Background: an optimization exercise with open tools, aiming at small area, a short achievable clock period and few clock cycles. Do not read the settings as production practice.
Function was checked by simulation only, so behaviour that the tests miss may differ from the original.
Power and IR drop assume default switching activity.

run 1:
Design cpu_top, start of the top module:
module cpu_top (
    input  logic                       clk,
    input  logic                       rst_n,
    input  logic                       run,
    input  logic                       prog_valid,
    input  cpu_pkg::prog_wr_t          prog,
    output logic                       retire_valid,
    output cpu_pkg::retire_t           retire,
    output logic                       awvalid,
    input  logic                       awready,
    output logic [32-1:0] awaddr,
    output logic                       wvalid,
    input  logic                       wready,
    output cpu_pkg::word_t             wdata,
    output logic [1:0]                 wstrb,
    input  logic                       bvalid,
    output logic                       bready
);
Settings: LEC_CHECK=0, CAP_MARGIN=20, CORE_MARGIN=2, CORE_UTILIZATION=22, CTS_CLUSTER_DIAMETER=80, CTS_CLUSTER_SIZE=20, PLACE_DENSITY=0.35, SETUP_SLACK_MARGIN=5, SLEW_MARGIN=20, TNS_END_PERCENT=5; clock period 10.0 ns.
standard.sh (not shown) runs the stock make flow with config.mk's settings and CLKGATE_MAP_FILE= SYNTH_SCRIPT=/design/flow/synth_recipe.tcl, a recipe that flattens the netlist after the stock synthesis.
==> flow/flow/run.sh <==
#!/bin/bash
set -euo pipefail
MARGIN=${MARGIN:-7}
sed -E "s/SETUP_SLACK_MARGIN=[-0-9.]+/SETUP_SLACK_MARGIN=${MARGIN}/" standard.sh > standard_margin.sh
grep -q "SETUP_SLACK_MARGIN=${MARGIN}" standard_margin.sh
bash standard_margin.sh > standard_margin.log 2>&1
Run 1 | stages: all done | timing, DRC, antenna: all pass
Testbench counts of run 1, summed over its fixed seeds: cycles 20,369.
#### Input delta (run 2 over run 1)
Settings: PLACE_DENSITY now 0.45, was 0.35; CORE_UTILIZATION now 30, was 22.
Results
- In the tables for run 2 and run 1, fraction of area in multi-input gates reads higher with run 2.
- Looking only at total power of the final layout, and setting everything else aside, the higher value of run 2 and run 1 goes to run 1.
- Cmp run 2 and run 1 / slew of the pin with the lowest slew margin / lower: run 2
- Average wire per cell in the routed design (run 2 vs. run 1) increases by a few percent
Relative to run 2, the following input files were edited for run 3:
Settings: a change of CORE_UTILIZATION from 30 to 22; a change of PLACE_DENSITY from 0.45 to 0.35; a deleted CTS_CLUSTER_DIAMETER that had been 80; a deleted CTS_CLUSTER_SIZE that had been 20.
## What came out
Relative to run 2, run 3 degrades final routed wirelength across all metal layers. A cell at the slowest stage of the critical path of dfrtp_4 is what run 2 shows, while or3_4 belongs to run 3. In the flow results for run 3 and run 2, the worst setup margin is smaller on run 3. Run 2 → run 3: register-to-register slack shows a reduction of 0.07 ns, number of combinational gates with multiple inputs shows no meaningful change, summed area of non-filler cells in the final layout shows an increase of about 6%. Share of cell area taken by flip-flops and latches in run 3 vs run 2: down 3.9 points. Re via count: run 2 was lower than run 3.
Modified inputs, run 4 compared to run 3
Settings: a deleted TNS_END_PERCENT that had been 5; an added CTS_CLUSTER_SIZE of 20; an added CTS_CLUSTER_DIAMETER of 80.
==> flow/run.sh (new file) <==
#!/bin/bash
# synth_recipe.tcl (not shown) runs the flow's synth.tcl, then flattens the netlist and writes it again
# the make line also repeats each setting of config.mk as NAME=value (left out here)
make -C /OpenROAD-flow-scripts/flow DESIGN_CONFIG=/design/flow/config.mk WORK_HOME=/design/flow/orfs CLKGATE_MAP_FILE= SYNTH_SCRIPT=/design/flow/synth_recipe.tcl finish
removed: flow/flow/run.sh
removed: flow/standard.sh
==> run summary <==
Taking run 3 as the reference, in run 4 switching share of power went up by 0.99 points, fraction of power consumed by combinational cells went down, relative area of clock buffers and inverters in the final design went down, count of pins on the block boundary shows no meaningful change. Utilization after layout, run 4 and run 3, higher one = run 3. Compared with run 3, number of global-route vias before repair in run 4 decreased by a few percent. Lower critical path depth among run 4 and run 3: run 4. The area after detailed placement was comparable across run 4 and run 3. Cell area | run 4 vs run 3 | run 4 smaller.
Input changes introduced in run 5 (baseline for comparison: run 4):
Settings: CTS_CLUSTER_DIAMETER removed (was 80); CTS_CLUSTER_SIZE removed (was 20).
Findings:
[compare] base=run 4 new=run 5: core utilization went up; largest fanout on the critical path has decreased; wire length of the first global-routing pass now sits higher; count of cell instances traversed by the critical path rose 3; peak ir drop on the vdd network increased by about 12% relative to the old numbers.
Overall power after layout: run 5 worse than run 4
Going from run 4 to run 5, worst hold slack after final layout fell 0.0062 ns, number of fill cells in the layout fell 0.45%, required time of the critical path rose 0.09 ns, via count rose 2868.
Run 5 reports its highest-delay cell along the critical path as nand4_1 while run 4 reports o21ai_1.

-- afterwards: timing with drivers on the ports --
How much do the figures lean on ideal ports? The routed layouts below were timed once more, with nothing changed but the port constraints. Step 1, drivers: a clkbuf_16 drives clk and a buf_2 each remaining input, both assumed. Step 2, shift: input delay + t, output delay - t, t = (earliest + latest rising clock arrival at the registers) / 2. This alone moves slack from input paths to output paths. Slacks: no drivers / after step 1 / after step 2; pairs: no drivers / after step 1.
| run | shift t [ns] | slack for setup (ns) | worst setup path at the end | slew at the worst register clock pin (ns) |
|---|---|---|---|---|
| run 1 | 1.359 | 5.312 / 5.312 / 5.312 | register to register | 0.09 / 0.09 |
| run 2 | 1.232 | 5.417 / 5.417 / 5.417 | register to register | 0.10 / 0.10 |
| run 3 | 1.408 | 5.345 / 5.345 / 5.345 | register to register | 0.07 / 0.07 |
| run 4 | 1.328 | 4.941 / 4.941 / 4.941 | register to register | 0.09 / 0.09 |
| run 5 | 1.374 | 4.868 / 4.868 / 4.868 | register to register | 0.08 / 0.08 |
After both steps setup and hold are still met in every run listed.
